This is an optimization exercise on Yosys and OpenROAD, whose aim is small area and a short achievable clock period, not a production implementation.
In this exercise RTL edits were held to simulation tests only and were not proved equivalent to the original.
No activity file was given, so power comes from the tool's default toggle rates.

==> flow/design.v <==
`default_nettype none
package mul_pkg;
    localparam int XLEN = 32;
    localparam int PLEN = 2 * XLEN;
    localparam int NUM_STAGES = 8;
    typedef logic [XLEN-1:0] word_t;
    typedef logic [PLEN-1:0] prod_t;
    typedef enum logic {
        MODE_UNSIGNED = 1'b0,
        MODE_SIGNED   = 1'b1
    } mul_mode_e;
    typedef struct packed {
        word_t a_mag;
        word_t b_mag;
        logic  neg;
    } operands_t;
    function automatic int rows_after(input int n);
        rows_after = 2 * (n / 3) + (n % 3);
    endfunction
    function automatic int rows_at_level(input int level);
        int n;
        n = XLEN;
        for (int i = 0; i < level; i++)
        begin
            n = 2 * (n / 3) + (n % 3);
        end
        rows_at_level = n;
    endfunction
endpackage
`default_nettype wire
`timescale 1ns/10ps
`default_nettype none
module operand_conditioner (
    input  mul_pkg::word_t     a,
    input  mul_pkg::word_t     b,
    input  mul_pkg::mul_mode_e mode,
    output mul_pkg::operands_t ops
);
    logic a_neg;
    logic b_neg;
    assign a_neg = (mode == mul_pkg::MODE_SIGNED) && a[mul_pkg::XLEN-1];
    assign b_neg = (mode == mul_pkg::MODE_SIGNED) && b[mul_pkg::XLEN-1];
    assign ops.a_mag = a_neg ? -a : a;
    assign ops.b_mag = b_neg ? -b : b;
    assign ops.neg   = a_neg ^ b_neg;
endmodule
`default_nettype wire
`timescale 1ns/10ps
`default_nettype none
module partial_product_gen (
    input  mul_pkg::operands_t              ops,
    output mul_pkg::prod_t [mul_pkg::XLEN-1:0] rows,
    output logic                            neg
);
    mul_pkg::prod_t a_wide;
    assign a_wide = {{(mul_pkg::PLEN-mul_pkg::XLEN){1'b0}}, ops.a_mag};
    for (genvar j = 0; j < mul_pkg::XLEN; j++)
    begin : g_row
        assign rows[j] = ops.b_mag[j] ? (a_wide << j) : '0;
    end
    assign neg = ops.neg;
endmodule
`default_nettype wire
`timescale 1ns/10ps
`default_nettype none
module csa_reduce_stage #(
    parameter int ROWS_IN = 3
) (
    input  logic                                               clk,
    input  logic                                               rst_n,
    input  mul_pkg::prod_t [ROWS_IN-1:0]                       rows_in,
    input  logic                                               neg_in,
    output mul_pkg::prod_t [mul_pkg::rows_after(ROWS_IN)-1:0]  rows_out,
    output logic                                               neg_out
);
    localparam int ROWS_OUT = mul_pkg::rows_after(ROWS_IN);
    localparam int GROUPS   = ROWS_IN / 3;
    localparam int LEFT     = ROWS_IN % 3;
    mul_pkg::prod_t [ROWS_OUT-1:0] nxt_rows;
    for (genvar g = 0; g < GROUPS; g++)
    begin : g_csa
        mul_pkg::prod_t x;
        mul_pkg::prod_t y;
        mul_pkg::prod_t z;
        assign x = rows_in[3*g];
        assign y = rows_in[3*g+1];
        assign z = rows_in[3*g+2];
        assign nxt_rows[2*g]   = x ^ y ^ z;
        assign nxt_rows[2*g+1] = ((x & y) | (x & z) | (y & z)) << 1;
    end
    for (genvar k = 0; k < LEFT; k++)
    begin : g_pass
        assign nxt_rows[2*GROUPS+k] = rows_in[3*GROUPS+k];
    end
    always_ff @(posedge clk)
    begin
        if (!rst_n)
        begin
            rows_out <= '0;
            neg_out  <= 1'b0;
        end
        else
        begin
            rows_out <= nxt_rows;
            neg_out  <= neg_in;
        end
    end
endmodule
`default_nettype wire
`timescale 1ns/10ps
`default_nettype none
module product_adder (
    input  mul_pkg::prod_t [1:0] rows,
    input  logic                 neg,
    output mul_pkg::word_t       hi,
    output mul_pkg::word_t       lo
);
    mul_pkg::prod_t mag;
    mul_pkg::prod_t result;
    assign mag = rows[0] + rows[1];
    assign result = neg ? -mag : mag;
    assign hi = result[mul_pkg::PLEN-1:mul_pkg::XLEN];
    assign lo = result[mul_pkg::XLEN-1:0];
endmodule
`default_nettype wire
`timescale 1ns/10ps
`default_nettype none
module mul32_pipe (
    input  logic               clk,
    input  logic               rst_n,
    input  mul_pkg::word_t     a,
    input  mul_pkg::word_t     b,
    input  mul_pkg::mul_mode_e mode,
    output mul_pkg::word_t     hi,
    output mul_pkg::word_t     lo
);
    mul_pkg::operands_t ops;
    mul_pkg::prod_t [mul_pkg::XLEN-1:0] stage_rows [0:mul_pkg::NUM_STAGES];
    logic  [mul_pkg::NUM_STAGES:0] stage_neg;
    operand_conditioner u_cond (
        .a    (a),
        .b    (b),
        .mode (mode),
        .ops  (ops)
    );
    partial_product_gen u_ppg (
        .ops  (ops),
        .rows (stage_rows[0]),
        .neg  (stage_neg[0])
    );
    for (genvar s = 0; s < mul_pkg::NUM_STAGES; s++)
    begin : g_level
        csa_reduce_stage #(
            .ROWS_IN (mul_pkg::rows_at_level(s))
        ) u_csa (
            .clk      (clk),
            .rst_n    (rst_n),
            .rows_in  (stage_rows[s][mul_pkg::rows_at_level(s)-1:0]),
            .neg_in   (stage_neg[s]),
            .rows_out (stage_rows[s+1][mul_pkg::rows_at_level(s+1)-1:0]),
            .neg_out  (stage_neg[s+1])
        );
        if (mul_pkg::rows_at_level(s+1) < mul_pkg::XLEN)
        begin : g_tie
            assign stage_rows[s+1][mul_pkg::XLEN-1:mul_pkg::rows_at_level(s+1)] = '0;
        end
    end
    product_adder u_add (
        .rows (stage_rows[mul_pkg::NUM_STAGES][1:0]),
        .neg  (stage_neg[mul_pkg::NUM_STAGES]),
        .hi   (hi),
        .lo   (lo)
    );
endmodule
`default_nettype wire
==> flow/run.sh <==
#!/bin/bash
# synth_recipe.tcl (not shown) runs the flow's synth.tcl, then flattens the netlist and writes it again
# the make line also repeats each setting of config.mk as NAME=value (left out here)
make -C /OpenROAD-flow-scripts/flow DESIGN_CONFIG=/design/flow/config.mk WORK_HOME=/design/flow/orfs CLKGATE_MAP_FILE= SYNTH_SCRIPT=/design/flow/synth_recipe.tcl finish
==> flow/config.mk <==
export PLATFORM = sky130hd
export DESIGN_NAME = mul32_pipe
export DESIGN_NICKNAME = mul32_pipe
export VERILOG_FILES = /design/flow/design.v
export SDC_FILE = /design/flow/constraint.sdc
export NUM_CORES = 4
export LEC_CHECK = 0
export CAP_MARGIN = 20
export CORE_MARGIN = 2
export CORE_UTILIZATION = 40
export SLEW_MARGIN = 20
==> flow/constraint.sdc <==
create_clock -name core_clock -period 7.0 [get_ports {clk}]
set_input_delay 1.4000 -clock core_clock [delete_from_list [all_inputs] [get_ports {clk}]]
set_output_delay 1.4000 -clock core_clock [all_outputs]
set_load 0.01 [all_outputs]
==> results.json <==
{
  "seq_area_frac_synth_pct": 51.5,
  "critical_path.endpoint_type": "output pin",
  "xor_and_xnor_fraction_of_the_mapped_netlist_area_pct": 1.33,
  "cts_buffers": 239,
  "drv.max_cap_violation_count": 0,
  "initial_utilization_pct": 40.2,
  "drt_drc_violations_left": 0,
  "finish.net_count": 9747,
  "drv_slew": 0,
  "critical_path_arrival_ns": 5.45,
  "wl_per_cell_um": 18.5,
  "grt_setup_unrepaired": "true",
  "design.core.area_sq_mm": 0.246,
  "fmax_ghz": 0.146,
  "synth-adder-area-share_pct": 21.1,
  "min_period_over_period_pct": 97.8,
  "first_global_vias": 58970,
  "finClkSkew_ns": 0.0440,
  "number_of_buffers_inserted_by_port_buffering": 130,
  "ys_warn_count": 11,
  "latest_clock_arrival_within_the_worst_skew_pair_ns": 0.89,
  "cts_root_buffer": "sky130_fd_sc_hd__clkbuf_16",
  "path_clk_slew_ns": 0.06,
  "pin_count_of_the_biggest_net_entering_global_routing": 304,
  "synth_cells": 8585,
  "floorplan.rows": 182,
  "placer_s_final_routability_congestion_estimate": 0.822,
  "dp.final_hpwl_um": 152000,
  "hp-class": "register to register",
  "drt_iter0_drc": 3456,
  "htree_levels": 4,
  "p_total_uw": 33200,
  "synth_async_sr_flop_share_pct": 0,
  "grt_use_total_pct": 17.9,
  "clock_tree_from_tritoncts": "yes",
  "setup_failing_eps_final": 0,
  "floorplan.die.width_um": 501,
  "worst_ir_drop_vdd_mv": 0.275,
  "number_of_ports_placed_on_the_die_boundary": 131,
  "synth.net_count": 9776,
  "clock_sink_count": 2547,
  "avgSynthCellArea_sq_um": 11.5,
  "startpoint_type": "register",
  "drtPass1Iterations": 5,
  "synth_top_family_by_area": "simple AND/OR/NAND/NOR gates",
  "synth_cell_type_count": 88,
  "setup.worst_path.class": "register to output pin",
  "antenna_violations_before_repair": 19,
  "synth_compound_area_share_pct": 2.47,
  "setup_slack_ns": 0.154,
  "hold_viol_final": 0,
  "die_ar_sq_mm": 0.251,
  "tightest_slew_ns": 1.07,
  "dr_total_vias": 55985,
  "die_height_um": 501,
  "first_pass_grt_wire_length_um": 348000,
  "outcome": "no timing/DRC/antenna violations",
  "post_route_cells_drive_above_1_share_pct": 7.14,
  "yosys-mux-area-fraction_pct": 0.0923,
  "hold_ws_ns": 0.402,
  "synth-main-ff-cell": "sky130_fd_sc_hd__dfxtp_1",
  "critical_path.max_fanout": 5,
  "powerDensity_mw_per_mm2": 296,
  "post_synth_edffs": 0,
  "placement.setup.worst_slack_ns": 0.378,
  "period_needed_ns": 6.85,
  "synthesis.area_sq_mm": 0.0990,
  "final_antenna_net_count": 0,
  "routed_wl_um": 221000,
  "worst_slew_margin_rel_pct": 28.7,
  "simple_gate_share_of_the_synthesized_area_pct": 21.5,
  "clock_tree.buffer_depth": 3,
  "worstPathRequired_ns": 5.60,
  "route.detailed.vias_per_inst": 4.67,
  "synth-seq-cells": 2547,
  "grt.overflow.total": 0,
  "layout_overhead_on_the_synthesized_area_pct": 13.5,
  "holdBufCountCts": 0,
  "static_leak_uw": 0.0495
}
cells by family after synthesis:
| group | after synthesis |
|---|---|
| AO/OA/AOI/OAI | 360 |
| multiplexers | 9 |
| XOR/XNOR | 150 |
| buffers and inverters | 532 |
| adder cells (fa/ha/maj) | 1124 |
| AND/OR/NAND/NOR | 3863 |
| flip-flops | 2547 |
critical path, cell delays in order, from the launching register on:
cell                              delay (ns)
sky130_fd_sc_hd__dfxtp_1                0.30
sky130_fd_sc_hd__ha_1                   0.23
sky130_fd_sc_hd__fa_2                   0.39
sky130_fd_sc_hd__a211o_1                0.37
sky130_fd_sc_hd__a21o_1                 0.22
sky130_fd_sc_hd__a221oi_4               0.32
sky130_fd_sc_hd__nand3_2                0.14
sky130_fd_sc_hd__or3_4                  0.38
sky130_fd_sc_hd__or4b_4                 0.59
sky130_fd_sc_hd__nor3_4                 0.27
sky130_fd_sc_hd__buf_4                  0.18
sky130_fd_sc_hd__nand3_2                0.13
sky130_fd_sc_hd__o31ai_1                0.33
sky130_fd_sc_hd__xnor2_1                0.16
sky130_fd_sc_hd__clkdlybuf4s50_1        0.56
layout make-up:
type / instances / area (sq um)
diodes: 5 / 12.5
inverters: 20 / 75.1
well taps: 3220 / 4030
repair buffers: 240 / 2280
multi-input cells: 5508 / 46700
flip-flops and latches: 2547 / 51000
fillers: 22234 / 134000
clock inverters: 87 / 1210
clock buffers: 356 / 7020
cells in the mapped netlist, types with 10 or more instances:
cell	instances	area share, %
sky130_fd_sc_hd__dfxtp_1	2547	52
sky130_fd_sc_hd__and2_1	2487	16
sky130_fd_sc_hd__nor2_1	1097	4.2
sky130_fd_sc_hd__fa_1	907	18
sky130_fd_sc_hd__clkbuf_1	499	1.9
sky130_fd_sc_hd__ha_1	217	2.7
sky130_fd_sc_hd__nand2_1	104	0.39
sky130_fd_sc_hd__xnor2_1	102	0.90
sky130_fd_sc_hd__a21oi_1	90	0.46
sky130_fd_sc_hd__o21ai_0	81	0.41
sky130_fd_sc_hd__xor2_1	48	0.42
sky130_fd_sc_hd__o31ai_1	28	0.21
sky130_fd_sc_hd__nand3_1	23	0.12
sky130_fd_sc_hd__nor3_1	22	0.11
sky130_fd_sc_hd__inv_1	20	0.076
sky130_fd_sc_hd__nor4_1	20	0.13
sky130_fd_sc_hd__o211ai_1	19	0.14
sky130_fd_sc_hd__a21o_1	18	0.14
sky130_fd_sc_hd__nand4_1	18	0.11
sky130_fd_sc_hd__or3_1	15	0.095
sky130_fd_sc_hd__and3_1	14	0.088
sky130_fd_sc_hd__and4_1	13	0.12
sky130_fd_sc_hd__o41ai_1	13	0.12
sky130_fd_sc_hd__nand2b_1	10	0.063
layout by cell type, fill, tap and decap left out, drive strengths merged, types with 7 or more instances in the layout:
cell	Yosys	routed
buf	13	111
nand2	104	104
nor2	1097	1097
o21a	9	9
xor2	48	48
xnor2	102	102
and2	2488	2488
o41ai	17	17
nand4	18	18
mux2i	8	8
nor3	23	23
clkdlybuf4s50	0	122
or3	17	17
inv	20	31
o21ai	90	90
and4	13	13
o211a	7	7
nand2b	10	10
dfxtp	2547	2547
a211oi	11	11
o31ai	29	29
or2	7	7
nor4	20	20
nand3	24	25
clkbuf	499	356
clkinv	0	51
ha	217	217
fa	907	907
o211ai	19	19
a21o	18	18
a21oi	93	93
bufinv	0	19
and3	14	14
registers in the layout, summed over array words and instances (netlist names):
signal / count
g_level.u_csa.rows_out: 2539
g_level.u_csa.neg_out: 8
per-layer routing:
layer	routed length, um	share of wire (%)	up-vias	GRT usage [%]
met1	107000	48	28069	25.7
met2	98700	45	1072	27.9
li1	-	-	26510	-
met3	10100	4.6	334	2.77
met5	0	0	-	0
met4	5230	2.4	0	4.93
power by group:
part	switching [uW]	total [uW]	internal (uW)
sequential	669	16400	15700
clock	5560	13200	7670
combinational	2120	3620	1500
total	8340	33200	24900
repair_timing:
item | CTS | global route
cloned | 0 | 2
buffers inserted | 5 | 7
gates resized for setup | 15 | 40
pin swaps | 7 | 8
endpoints found under the setup margin | 21 | 25
path summary, 6_finish.rpt:
kind / from / to / slack, ns / cells after the start
worst max-delay path: g_level[7].u_csa.rows_out[9] / hi[19] / 0.15 / 14
worst min-delay path: g_level[3].u_csa.rows_out[429] / g_level[4].u_csa.rows_out[301] / 0.40 / 1
worst max register to register: g_level[4].u_csa.rows_out[20] / g_level[5].u_csa.rows_out[20] / 5.61 / 2
worst min register to register: g_level[3].u_csa.rows_out[429] / g_level[4].u_csa.rows_out[301] / 0.40 / 1
per-stage QoR:
stage	instance area (sq um)	TNS [ns]	cells	utilization, %
6_report	112000	0	11983	45.7
3_5_place_dp	104000	0	11521	42.2
5_1_grt	112000	-0.457	11979	45.7
2_1_floorplan	99000	0	8585	-
3_3_place_gp	104000	0	11521	42.2
4_1_cts	112000	-0.226	11969	45.6

==> port drivers added, routing unchanged <==
The flow's constraints put no driver on any port. The routed layout listed below was extracted and timed again, unchanged, in two steps. Step 1: set_driving_cell puts a clkbuf_16 on clk and a buf_2 on each other input, an assumption about the parent block. Step 2 adds t to the input delays and takes it off the output delays; t is the mean of the earliest and latest rising clock arrival at the registers after step 1. Input paths then give back, and output paths get back, about the clock's delay inside the block. Three values: ideal ports, drivers, drivers and shift; two values: the first two.
t (ns): 0.955
setup WS [ns]: 0.154 / 0.070 / 0.925
pins driven straight from the clock port: 1
After both steps this run still meets setup and hold. For this run, drivers alone change the setup slack by -0.084 ns; drivers and shift together by +0.771 ns.
